This is an optimization exercise on Yosys and OpenROAD, whose aim is small area, a short achievable clock period and few clock cycles per item, not a production implementation. In this exercise RTL edits were held to simulation tests only and were not proved equivalent to the original. Power and IR drop assume default switching activity.

build 80:
// net_2core2dr
module net_2core2dr #(
  parameter int NUM_SRC = 4
) (
  input  logic                       clk,
  input  logic                       rst_n,
  input  logic [NUM_SRC-1:0]         l2todr_req_valid,
  output logic [NUM_SRC-1:0]         l2todr_req_retry,
  input  logic [NUM_SRC*net_pkg::REQ_W-1:0]           l2todr_req,
  output logic [net_pkg::NUM_DR-1:0] dr_req_valid,
  input  logic [net_pkg::NUM_DR-1:0] dr_req_retry,
  output logic [net_pkg::NUM_DR*net_pkg::REQ_W-1:0]   dr_req,
  input  logic [NUM_SRC-1:0]         l2todr_disp_valid,
  output logic [NUM_SRC-1:0]         l2todr_disp_retry,
  input  logic [NUM_SRC*net_pkg::DISP_W-1:0]          l2todr_disp,
  output logic [net_pkg::NUM_DR-1:0] dr_disp_valid,
  input  logic [net_pkg::NUM_DR-1:0] dr_disp_retry,
  output logic [net_pkg::NUM_DR*net_pkg::DISP_W-1:0]  dr_disp,
  input  logic [net_pkg::NUM_DR-1:0] dr_snack_valid,
  output logic [net_pkg::NUM_DR-1:0] dr_snack_retry,
  input  logic [net_pkg::NUM_DR*net_pkg::SNACK_W-1:0] dr_snack,
  output logic [NUM_SRC-1:0]         l2_snack_valid,
  input  logic [NUM_SRC-1:0]         l2_snack_retry,
  output logic [NUM_SRC*net_pkg::SNACK_W-1:0]         l2_snack
);
For scale: about 2600 cells after synthesis, roughly 430 flip-flops, about 22000 sq um of cells after synthesis.
==> flow/config.mk <==
export PLATFORM = sky130hd
export DESIGN_NAME = net_2core2dr
export DESIGN_NICKNAME = net_2core2dr
export VERILOG_FILES = /design/flow/design.v
export SDC_FILE = /design/flow/constraint.sdc
export NUM_CORES = 4
export LEC_CHECK = 0
export CAP_MARGIN = 20
export CORE_AREA = 10 10 550 550
export DIE_AREA = 0 0 560 560
export SETUP_SLACK_MARGIN = 2.6
export SLEW_MARGIN = 20
==> flow/constraint.sdc <==
create_clock -name core_clock -period 5.5 [get_ports {clk}]
set_input_delay 1.1000 -clock core_clock [delete_from_list [all_inputs] [get_ports {clk}]]
set_output_delay 1.1000 -clock core_clock [all_outputs]
set_load 0.01 [all_outputs]
standard.sh (not shown) runs the stock make flow with config.mk's settings and CLKGATE_MAP_FILE= SYNTH_SCRIPT=/design/flow/synth_recipe.tcl, a recipe that flattens the netlist after the stock synthesis.
==> flow/flow/run.sh <==
#!/bin/bash
# The standard layout, with two changes to how it is made:
# - every port is buffered by the smallest plain buffer instead of the
#   delay buffer buffer_ports picks by default
# - the handshake pins of each channel (valids, retries and the routing
#   field bits of its inputs) are placed side by side on the die edge,
#   so the short input-to-retry paths do not cross the die
set -euo pipefail
export BUFFER_PORTS_ARGS="-buffer_cell sky130_fd_sc_hd__buf_1"
G_REQ="l2todr_req_valid* l2todr_req_retry* dr_req_valid* dr_req_retry* l2todr_req[39] l2todr_req[81] l2todr_req[123] l2todr_req[165]"
G_DISP="l2todr_disp_valid* l2todr_disp_retry* dr_disp_valid* dr_disp_retry* l2todr_disp[100] l2todr_disp[203] l2todr_disp[306] l2todr_disp[409]"
G_SNACK="dr_snack_valid* dr_snack_retry* l2_snack_valid* l2_snack_retry* dr_snack[101] dr_snack[102] dr_snack[204] dr_snack[205]"
export PLACE_PINS_ARGS="-group_pins {$G_REQ} -group_pins {$G_DISP} -group_pins {$G_SNACK}"
bash standard.sh > standard.log 2>&1
Both conditions hold for build 80: the flow ran to the end and the final layout passed the timing, DRC and antenna checks.
Testbench counts of build 80, summed over its fixed seeds: cycles 5,087, items 16,000.
### build 80 -> build 18
-- flow/config.mk --
<<< build 80, line 8
export CAP_MARGIN = 20
export CORE_AREA = 10 10 550 550
export DIE_AREA = 0 0 560 560
export SETUP_SLACK_MARGIN = 2.6
>>> build 18, line 8
export CAP_MARGIN = 20
export CORE_AREA = 10 10 520 520
export CTS_CLUSTER_DIAMETER = 100
export CTS_CLUSTER_SIZE = 30
export DIE_AREA = 0 0 530 530
export SETUP_SLACK_MARGIN = 2.6
==> results.txt <==
Relative to build 80, the combinational group share of total power of build 18 is higher by 2.8 points. Routed metal-1 wire length ends up lower on build 18. The largest stage delay on the critical path on build 18 is in line with that on build 80. Build 18 ends up with higher sequential share of layout area than build 80 does. No stage failed in build 18, and the final checks on the layout all came back clean. The routed wire length on met3 in build 18 was lower than what build 80 gave.
diff inputs: build 18 => build 95
-- flow/config.mk --
<<< build 18, line 8
export CAP_MARGIN = 20
export CORE_AREA = 10 10 520 520
export CTS_CLUSTER_DIAMETER = 100
export CTS_CLUSTER_SIZE = 30
export DIE_AREA = 0 0 530 530
export SETUP_SLACK_MARGIN = 2.6
>>> build 95, line 8
export CAP_MARGIN = 20
export CORE_AREA = 10 10 550 550
export CTS_CLUSTER_DIAMETER = 100
export CTS_CLUSTER_SIZE = 30
export DIE_AREA = 0 0 560 560
export SETUP_SLACK_MARGIN = 2.6
[summary]
- Build 95 vs build 18 — depth of the CTS H-tree rose 1.
- For number of instances in the placed design, dividing the value from build 18 by the value from build 95 gives 0.937.
- In build 95 the via count turned out about 0.9% higher than in build 18.
- On combinational power: build 95 sits above build 18.
- | worst setup slack | lower: build 95 |
- Compared with build 18, build 95 shows part of the cycle the worst path needs higher by 1.3 points.
- Diff build 18 -> build 95 | number of vias per cell after detailed routing | down by a few percent
- [build 95] via count of the first global-routing pass rose about 2.6% relative to build 18
- Diff build 18 -> build 95: wire length of the first global-routing pass increased by 11% relative to the old numbers; post-layout minimum cycle time increased by 0.073 ns relative to the old numbers; number of rows in the core area increased by about 6% relative to the old numbers.

-- port drivers added, routing unchanged --
Ports are ideal in the flow. The routed layouts listed here were re-timed in OpenROAD.
Step 1 sets driving cells, clkbuf_16 on the clock port and buf_2 on the other inputs (assumed; they add their load-dependent delay and slew).
Step 2 moves the port delays by t, midway between the first and last clock arrival at a register: inputs arrive t later, outputs are due t later. That takes back most of the time a late clock gives input paths.
Three values: no drivers, after step 1, after step 2; two values: the first two.
run	shift t [ns]	setup slack, ns	cell pins on the clock port's net
build 80	0.822	2.578 / 2.510 / 2.071	1
build 18	0.818	2.620 / 2.557 / 2.001	1
build 95	0.774	2.547 / 2.479 / 2.076	1
After both steps every run listed still meets setup and hold. The setup slack of build 18, which loses most, moves by -0.063 ns with the drivers and by -0.619 ns with both steps.
